This design comes from an exercise in tuning for small area, a short achievable clock period and few clock cycles per item on the open sky130 flow, not from production work.

// tea_cipher_engine
module tea_cipher_engine #(
  parameter int          ROUNDS      = 32,
  parameter int          HPC         = 1,      
  parameter bit          READY_COMB  = 1'b1,   
  parameter logic [31:0] DELTA       = 32'h9E3779B9
) (
  input  logic         clk,
  input  logic         reset,
  input  logic         in_valid,
  output logic         in_ready,
  input  logic         in_mode,
  input  logic [63:0]  in_data,
  input  logic [127:0] in_key,
  output logic         out_valid,
  input  logic         out_ready,
  output logic [63:0]  out_data,
  output logic         out_mode,
  output logic         busy
);
For scale: roughly 1700 cells after synthesis, roughly 200 flip-flops, roughly 270 I/O pins.
==> module tea_cipher_engine, before the edit <==
module tea_cipher_engine #(
  parameter int          ROUNDS      = 32,
  parameter int          HPC         = 1,      
  parameter bit          READY_COMB  = 1'b1,   
  parameter logic [31:0] DELTA       = 32'h9E3779B9
) (
  input  logic         clk,
  input  logic         reset,
  input  logic         in_valid,
  output logic         in_ready,
  input  logic         in_mode,
  input  logic [63:0]  in_data,
  input  logic [127:0] in_key,
  output logic         out_valid,
  input  logic         out_ready,
  output logic [63:0]  out_data,
  output logic         out_mode,
  output logic         busy
);
  localparam int HALVES = 2 * ROUNDS;
  localparam int NCYC   = HALVES / HPC;
  localparam int CNT_W  = (NCYC > 1) ? $clog2(NCYC) : 1;
  localparam int HC_W   = $clog2(HALVES);
  localparam int SIDX_W = HC_W - 1;
  localparam logic [CNT_W-1:0] LAST_CNT = CNT_W'(NCYC - 1);
  if (ROUNDS < 2 || (ROUNDS & (ROUNDS - 1)) != 0) begin : g_bad_rounds
    $error("tea_cipher_engine: ROUNDS must be a power of two >= 2");
  end
  if (HPC < 1 || (HALVES % HPC) != 0 || (HPC & (HPC - 1)) != 0) begin : g_bad_hpc
    $error("tea_cipher_engine: HPC must be a power of two dividing 2 * ROUNDS");
  end
  logic [31:0]      a_q, b_q;
  logic [127:0]     key_q;
  logic             mode_q;
  logic             run_q;
  logic [CNT_W-1:0] cnt_q;
  logic             ov_q;
  function automatic logic [31:0] tea_mix(
    input logic [31:0] v,
    input logic [31:0] s,
    input logic [31:0] ka,
    input logic [31:0] kb
  );
    tea_mix = ((v << 4) + ka) ^ (v + s) ^ ((v >> 5) + kb);
  endfunction
  function automatic logic [31:0] round_sum(input logic [SIDX_W-1:0] idx);
    round_sum = DELTA * (32'(idx) + 32'd1);
  endfunction
  logic [31:0] na, nb;
  always_comb begin
    logic [31:0]       x, y, m, s, ka, kb;
    logic [HC_W-1:0]   g;
    logic              ksel;
    x = b_q;
    y = a_q;
    for (int h = 0; h < HPC; h++) begin
      g    = HC_W'(cnt_q) * HC_W'(HPC) + HC_W'(h);
      ksel = g[0] ^ mode_q;
      ka   = ksel ? key_q[63:32] : key_q[127:96];
      kb   = ksel ? key_q[31:0]  : key_q[95:64];
      s    = round_sum(g[HC_W-1:1] ^ {SIDX_W{mode_q}});
      m    = tea_mix(x, s, ka, kb) ^ {32{mode_q}};
      m    = y + m + {31'd0, mode_q};
      y    = x;
      x    = m;
    end
    na = y;
    nb = x;
  end
  logic last, accept;
  assign last   = run_q && (cnt_q == LAST_CNT);
  assign accept = in_valid && in_ready;
  always_ff @(posedge clk) begin
    if (run_q) begin
      a_q <= na;
      b_q <= nb;
    end else if (accept) begin
      a_q    <= in_mode ? in_data[31:0]  : in_data[63:32];
      b_q    <= in_mode ? in_data[63:32] : in_data[31:0];
      key_q  <= in_key;
      mode_q <= in_mode;
    end
  end
  always_ff @(posedge clk) begin
    if (reset) begin
      run_q <= 1'b0;
      cnt_q <= '0;
      ov_q  <= 1'b0;
    end else begin
      if (run_q) begin
        cnt_q <= cnt_q + 1'b1;
        if (last) begin
          run_q <= 1'b0;
          ov_q  <= 1'b1;
        end
      end else begin
        if (out_ready) ov_q <= 1'b0;
        if (accept) run_q <= 1'b1;
      end
    end
  end
  if (READY_COMB) begin : g_ready_comb
    assign in_ready = !run_q && (!ov_q || out_ready);
  end else begin : g_ready_reg
    assign in_ready = !run_q && !ov_q;
  end
  assign out_valid = ov_q;
  assign busy      = run_q || ov_q;
  assign out_data  = mode_q ? {b_q, a_q} : {a_q, b_q};
  assign out_mode  = mode_q;
endmodule
Settings: LEC_CHECK=0, CAP_MARGIN=20, CORE_MARGIN=2, CORE_UTILIZATION=40, SETUP_SLACK_MARGIN=5, SLEW_MARGIN=20; clock period 12.0 ns.
run.sh (not shown) runs the stock make flow with config.mk's settings and CLKGATE_MAP_FILE= SYNTH_SCRIPT=/design/flow/synth_recipe.tcl, a recipe that flattens the netlist after the stock synthesis.
The starting point completed with no timing, DRC or antenna violations.
Edit:
--- a/flow/design.v
+++ b/flow/design.v
@@ -1,9 +1,10 @@
 module tea_cipher_engine #(
   parameter int          ROUNDS      = 32,
   parameter int          HPC         = 1,      
   parameter bit          READY_COMB  = 1'b1,   
+  parameter int          ADDER       = 2,
   parameter logic [31:0] DELTA       = 32'h9E3779B9
 ) (
   input  logic         clk,
   input  logic         reset,
   input  logic         in_valid,
@@ -33,17 +34,68 @@
   logic [127:0]     key_q;
   logic             mode_q;
   logic             run_q;
   logic [CNT_W-1:0] cnt_q;
   logic             ov_q;
+  function automatic logic [31:0] add32(input logic [31:0] a, input logic [31:0] b, input logic cin);
+    logic [31:0] p, g, G, P;
+    logic [31:0] c;
+    if (ADDER == 0) begin
+      add32 = a + b + {31'd0, cin};
+    end else begin
+      p = a ^ b;
+      g = a & b;
+      g[0] = g[0] | (p[0] & cin);
+      G = g; P = p;
+      if (ADDER == 1) begin
+        for (int d = 1; d < 32; d = d * 2)
+          for (int i = 2 * d - 1; i < 32; i = i + 2 * d) begin
+            G[i] = G[i] | (P[i] & G[i - d]);
+            P[i] = P[i] & P[i - d];
+          end
+        for (int d = 8; d >= 1; d = d / 2)
+          for (int i = 3 * d - 1; i < 32; i = i + 2 * d) begin
+            G[i] = G[i] | (P[i] & G[i - d]);
+            P[i] = P[i] & P[i - d];
+          end
+      end else if (ADDER == 2) begin
+        for (int d = 1; d < 32; d = d * 2)
+          for (int i = 0; i < 32; i++)
+            if ((i & d) != 0) begin
+              G[i] = G[i] | (P[i] & G[(i & ~(2 * d - 1)) + d - 1]);
+              P[i] = P[i] & P[(i & ~(2 * d - 1)) + d - 1];
+            end
+      end else if (ADDER == 3) begin
+        for (int i = 1; i < 32; i++) begin
+          G[i] = G[i] | (P[i] & G[i - 1]);
+        end
+      end else begin
+        for (int d = 1; d < 32; d = d * 2) begin
+          logic [31:0] G2, P2;
+          G2 = G; P2 = P;
+          for (int i = 1; i < 32; i = i + 2)
+            if (i - d >= 0 && (d == 1 || ((i - d) % 2) == 1)) begin
+              G2[i] = G[i] | (P[i] & G[i - d]);
+              P2[i] = P[i] & P[i - d];
+            end
+          G = G2; P = P2;
+        end
+        for (int i = 2; i < 32; i = i + 2) begin
+          G[i] = G[i] | (P[i] & G[i - 1]);
+        end
+      end
+      c = {G[30:0], cin};
+      add32 = p ^ c;
+    end
+  endfunction
   function automatic logic [31:0] tea_mix(
     input logic [31:0] v,
     input logic [31:0] s,
     input logic [31:0] ka,
     input logic [31:0] kb
   );
-    tea_mix = ((v << 4) + ka) ^ (v + s) ^ ((v >> 5) + kb);
+    tea_mix = add32(v << 4, ka, 1'b0) ^ add32(v, s, 1'b0) ^ add32(v >> 5, kb, 1'b0);
   endfunction
   function automatic logic [31:0] round_sum(input logic [SIDX_W-1:0] idx);
     round_sum = DELTA * (32'(idx) + 32'd1);
   endfunction
   logic [31:0] na, nb;
@@ -58,11 +110,11 @@
       ksel = g[0] ^ mode_q;
       ka   = ksel ? key_q[63:32] : key_q[127:96];
       kb   = ksel ? key_q[31:0]  : key_q[95:64];
       s    = round_sum(g[HC_W-1:1] ^ {SIDX_W{mode_q}});
       m    = tea_mix(x, s, ka, kb) ^ {32{mode_q}};
-      m    = y + m + {31'd0, mode_q};
+      m    = add32(y, m, mode_q);
       y    = x;
       x    = m;
     end
     na = y;
     nb = x;
=> Area after synthesis drops by about 3.3%; setup slack loses 1100 ps; global-route usage climbs by 0.25 points; via count drops by 3.4%; cell area drops by about 2.4%; synthesized cell count drops by 0.82%; count of clock-buffer cells in the layout climbs by 8; routed wire length drops by 2.8%; non-clock buffer count climbs by 15; flip-flop and latch count stays the same; hold slack gains 11 ps.
No run of this note included a check of the RTL's function; only the layout flow was run.

---

tea_cipher_engine with an RTL version that a note above also has.
Size: about 2000 cells after synthesis, roughly 270 I/O pins, about 0.018 mm² of cells after synthesis.
==> module tea_cipher_engine, before the edit <==
module tea_cipher_engine #(
  parameter int          ROUNDS      = 32,
  parameter int          HPC         = 1,      
  parameter bit          READY_COMB  = 1'b1,   
  parameter int          ADDER       = 2,
  parameter logic [31:0] DELTA       = 32'h9E3779B9
) (
  input  logic         clk,
  input  logic         reset,
  input  logic         in_valid,
  output logic         in_ready,
  input  logic         in_mode,
  input  logic [63:0]  in_data,
  input  logic [127:0] in_key,
  output logic         out_valid,
  input  logic         out_ready,
  output logic [63:0]  out_data,
  output logic         out_mode,
  output logic         busy
);
  localparam int HALVES = 2 * ROUNDS;
  localparam int NCYC   = HALVES / HPC;
  localparam int CNT_W  = (NCYC > 1) ? $clog2(NCYC) : 1;
  localparam int HC_W   = $clog2(HALVES);
  localparam int SIDX_W = HC_W - 1;
  localparam logic [CNT_W-1:0] LAST_CNT = CNT_W'(NCYC - 1);
  if (ROUNDS < 2 || (ROUNDS & (ROUNDS - 1)) != 0) begin : g_bad_rounds
    $error("tea_cipher_engine: ROUNDS must be a power of two >= 2");
  end
  if (HPC < 1 || (HALVES % HPC) != 0 || (HPC & (HPC - 1)) != 0) begin : g_bad_hpc
    $error("tea_cipher_engine: HPC must be a power of two dividing 2 * ROUNDS");
  end
  logic [31:0]      a_q, b_q;
  logic [127:0]     key_q;
  logic             mode_q;
  logic             run_q;
  logic [CNT_W-1:0] cnt_q;
  logic             ov_q;
  function automatic logic [31:0] add32(input logic [31:0] a, input logic [31:0] b, input logic cin);
    logic [31:0] p, g, G, P;
    logic [31:0] c;
    if (ADDER == 0) begin
      add32 = a + b + {31'd0, cin};
    end else begin
      p = a ^ b;
      g = a & b;
      g[0] = g[0] | (p[0] & cin);
      G = g; P = p;
      if (ADDER == 1) begin
        for (int d = 1; d < 32; d = d * 2)
          for (int i = 2 * d - 1; i < 32; i = i + 2 * d) begin
            G[i] = G[i] | (P[i] & G[i - d]);
            P[i] = P[i] & P[i - d];
          end
        for (int d = 8; d >= 1; d = d / 2)
          for (int i = 3 * d - 1; i < 32; i = i + 2 * d) begin
            G[i] = G[i] | (P[i] & G[i - d]);
            P[i] = P[i] & P[i - d];
          end
      end else if (ADDER == 2) begin
        for (int d = 1; d < 32; d = d * 2)
          for (int i = 0; i < 32; i++)
            if ((i & d) != 0) begin
              G[i] = G[i] | (P[i] & G[(i & ~(2 * d - 1)) + d - 1]);
              P[i] = P[i] & P[(i & ~(2 * d - 1)) + d - 1];
            end
      end else if (ADDER == 3) begin
        for (int i = 1; i < 32; i++) begin
          G[i] = G[i] | (P[i] & G[i - 1]);
        end
      end else begin
        for (int d = 1; d < 32; d = d * 2) begin
          logic [31:0] G2, P2;
          G2 = G; P2 = P;
          for (int i = 1; i < 32; i = i + 2)
            if (i - d >= 0 && (d == 1 || ((i - d) % 2) == 1)) begin
              G2[i] = G[i] | (P[i] & G[i - d]);
              P2[i] = P[i] & P[i - d];
            end
          G = G2; P = P2;
        end
        for (int i = 2; i < 32; i = i + 2) begin
          G[i] = G[i] | (P[i] & G[i - 1]);
        end
      end
      c = {G[30:0], cin};
      add32 = p ^ c;
    end
  endfunction
  function automatic logic [31:0] tea_mix(
    input logic [31:0] v,
    input logic [31:0] s,
    input logic [31:0] ka,
    input logic [31:0] kb
  );
    tea_mix = add32(v << 4, ka, 1'b0) ^ add32(v, s, 1'b0) ^ add32(v >> 5, kb, 1'b0);
  endfunction
  function automatic logic [31:0] round_sum(input logic [SIDX_W-1:0] idx);
    round_sum = DELTA * (32'(idx) + 32'd1);
  endfunction
  logic [31:0] na, nb;
  always_comb begin
    logic [31:0]       x, y, m, s, ka, kb;
    logic [HC_W-1:0]   g;
    logic              ksel;
    x = b_q;
    y = a_q;
    for (int h = 0; h < HPC; h++) begin
      g    = HC_W'(cnt_q) * HC_W'(HPC) + HC_W'(h);
      ksel = g[0] ^ mode_q;
      ka   = ksel ? key_q[63:32] : key_q[127:96];
      kb   = ksel ? key_q[31:0]  : key_q[95:64];
      s    = round_sum(g[HC_W-1:1] ^ {SIDX_W{mode_q}});
      m    = tea_mix(x, s, ka, kb) ^ {32{mode_q}};
      m    = add32(y, m, mode_q);
      y    = x;
      x    = m;
    end
    na = y;
    nb = x;
  end
  logic last, accept;
  assign last   = run_q && (cnt_q == LAST_CNT);
  assign accept = in_valid && in_ready;
  always_ff @(posedge clk) begin
    if (run_q) begin
      a_q <= na;
      b_q <= nb;
    end else if (accept) begin
      a_q    <= in_mode ? in_data[31:0]  : in_data[63:32];
      b_q    <= in_mode ? in_data[63:32] : in_data[31:0];
      key_q  <= in_key;
      mode_q <= in_mode;
    end
  end
  always_ff @(posedge clk) begin
    if (reset) begin
      run_q <= 1'b0;
      cnt_q <= '0;
      ov_q  <= 1'b0;
    end else begin
      if (run_q) begin
        cnt_q <= cnt_q + 1'b1;
        if (last) begin
          run_q <= 1'b0;
          ov_q  <= 1'b1;
        end
      end else begin
        if (out_ready) ov_q <= 1'b0;
        if (accept) run_q <= 1'b1;
      end
    end
  end
  if (READY_COMB) begin : g_ready_comb
    assign in_ready = !run_q && (!ov_q || out_ready);
  end else begin : g_ready_reg
    assign in_ready = !run_q && !ov_q;
  end
  assign out_valid = ov_q;
  assign busy      = run_q || ov_q;
  assign out_data  = mode_q ? {b_q, a_q} : {a_q, b_q};
  assign out_mode  = mode_q;
endmodule
==> flow/config.mk <==
export PLATFORM = sky130hd
export DESIGN_NAME = tea_cipher_engine
export DESIGN_NICKNAME = tea_cipher_engine
export VERILOG_FILES = /design/flow/design.v
export SDC_FILE = /design/flow/constraint.sdc
export NUM_CORES = 4
export LEC_CHECK = 0
export CAP_MARGIN = 20
export CORE_MARGIN = 2
export CORE_UTILIZATION = 40
export SLEW_MARGIN = 20
==> flow/constraint.sdc <==
create_clock -name core_clock -period 12.0 [get_ports {clk}]
set_input_delay 2.4000 -clock core_clock [delete_from_list [all_inputs] [get_ports {clk}]]
set_output_delay 2.4000 -clock core_clock [all_outputs]
set_load 0.01 [all_outputs]
standard.sh (not shown) runs the stock make flow with config.mk's settings and CLKGATE_MAP_FILE= SYNTH_SCRIPT=/design/flow/synth_recipe.tcl, a recipe that flattens the netlist after the stock synthesis.
==> flow/flow/run.sh <==
#!/bin/bash
# Standard ORFS layout with two changes: no full/half-adder cell extraction before ABC
# (ABC then sees and times the whole datapath), and timing repair aimed at a tighter
# setup margin than the 12 ns clock needs. Each step's full log is under orfs/logs/.
set -euo pipefail
MARGIN=${MARGIN:-7}
bash standard.sh ADDER_MAP_FILE= SETUP_SLACK_MARGIN=$MARGIN finish > make_finish.log 2>&1
Rerun with:
--- a/flow/design.v
+++ b/flow/design.v
@@ -1,9 +1,8 @@
 module tea_cipher_engine #(
   parameter int          ROUNDS      = 32,
   parameter int          HPC         = 1,      
   parameter bit          READY_COMB  = 1'b1,   
-  parameter int          ADDER       = 2,
   parameter logic [31:0] DELTA       = 32'h9E3779B9
 ) (
   input  logic         clk,
   input  logic         reset,
@@ -35,66 +34,15 @@
   logic             mode_q;
   logic             run_q;
   logic [CNT_W-1:0] cnt_q;
   logic             ov_q;
-  function automatic logic [31:0] add32(input logic [31:0] a, input logic [31:0] b, input logic cin);
-    logic [31:0] p, g, G, P;
-    logic [31:0] c;
-    if (ADDER == 0) begin
-      add32 = a + b + {31'd0, cin};
-    end else begin
-      p = a ^ b;
-      g = a & b;
-      g[0] = g[0] | (p[0] & cin);
-      G = g; P = p;
-      if (ADDER == 1) begin
-        for (int d = 1; d < 32; d = d * 2)
-          for (int i = 2 * d - 1; i < 32; i = i + 2 * d) begin
-            G[i] = G[i] | (P[i] & G[i - d]);
-            P[i] = P[i] & P[i - d];
-          end
-        for (int d = 8; d >= 1; d = d / 2)
-          for (int i = 3 * d - 1; i < 32; i = i + 2 * d) begin
-            G[i] = G[i] | (P[i] & G[i - d]);
-            P[i] = P[i] & P[i - d];
-          end
-      end else if (ADDER == 2) begin
-        for (int d = 1; d < 32; d = d * 2)
-          for (int i = 0; i < 32; i++)
-            if ((i & d) != 0) begin
-              G[i] = G[i] | (P[i] & G[(i & ~(2 * d - 1)) + d - 1]);
-              P[i] = P[i] & P[(i & ~(2 * d - 1)) + d - 1];
-            end
-      end else if (ADDER == 3) begin
-        for (int i = 1; i < 32; i++) begin
-          G[i] = G[i] | (P[i] & G[i - 1]);
-        end
-      end else begin
-        for (int d = 1; d < 32; d = d * 2) begin
-          logic [31:0] G2, P2;
-          G2 = G; P2 = P;
-          for (int i = 1; i < 32; i = i + 2)
-            if (i - d >= 0 && (d == 1 || ((i - d) % 2) == 1)) begin
-              G2[i] = G[i] | (P[i] & G[i - d]);
-              P2[i] = P[i] & P[i - d];
-            end
-          G = G2; P = P2;
-        end
-        for (int i = 2; i < 32; i = i + 2) begin
-          G[i] = G[i] | (P[i] & G[i - 1]);
-        end
-      end
-      c = {G[30:0], cin};
-      add32 = p ^ c;
-    end
-  endfunction
   function automatic logic [31:0] tea_mix(
     input logic [31:0] v,
     input logic [31:0] s,
     input logic [31:0] ka,
     input logic [31:0] kb
   );
-    tea_mix = add32(v << 4, ka, 1'b0) ^ add32(v, s, 1'b0) ^ add32(v >> 5, kb, 1'b0);
+    tea_mix = ((v << 4) + ka) ^ (v + s) ^ ((v >> 5) + kb);
   endfunction
   function automatic logic [31:0] round_sum(input logic [SIDX_W-1:0] idx);
     round_sum = DELTA * (32'(idx) + 32'd1);
   endfunction
@@ -111,9 +59,9 @@
       ka   = ksel ? key_q[63:32] : key_q[127:96];
       kb   = ksel ? key_q[31:0]  : key_q[95:64];
       s    = round_sum(g[HC_W-1:1] ^ {SIDX_W{mode_q}});
       m    = tea_mix(x, s, ka, kb) ^ {32{mode_q}};
-      m    = add32(y, m, mode_q);
+      m    = y + m + {31'd0, mode_q};
       y    = x;
       x    = m;
     end
     na = y;
After rerunning: Worst setup slack got worse by 1000 ps. Worst hold slack improved by 17 ps. Register-to-register slack got worse by 1000 ps. Clock skew goes down by 7.8 ps. Wire length goes up by 17%.
No run of this note included a check of the RTL's function; only the layout flow was run.

separate check: timing with driven ports:
The results above use ideal ports. As a check the final layouts listed here were re-extracted and re-timed, cells and wires unchanged. Step 1, drivers: a clkbuf_16 drives clk and a buf_2 each remaining input, both assumed. Step 2 also shifts input and output timing later by t, the mid clock arrival at the registers, as if the neighbouring blocks saw the same clock. Slacks: ideal / step 1 / step 2; pairs: ideal / step 1.
run | t (ns) | slack for setup (ns) | clock arrival spread, ns | pins driven straight from the clock port
the first run of note 1 | 0.601 | 4.860 / 4.860 / 4.860 | 0.013 / 0.013 | 1
the second run of note 1 | 0.592 | 3.765 / 3.765 / 3.765 | 0.016 / 0.016 | 1
the first run of note 2 | 0.592 | 6.019 / 6.019 / 6.019 | 0.024 / 0.024 | 1
the second run of note 2 | 0.593 | 4.976 / 4.976 / 4.976 | 0.019 / 0.019 | 1
After both steps every run listed still meets setup and hold.
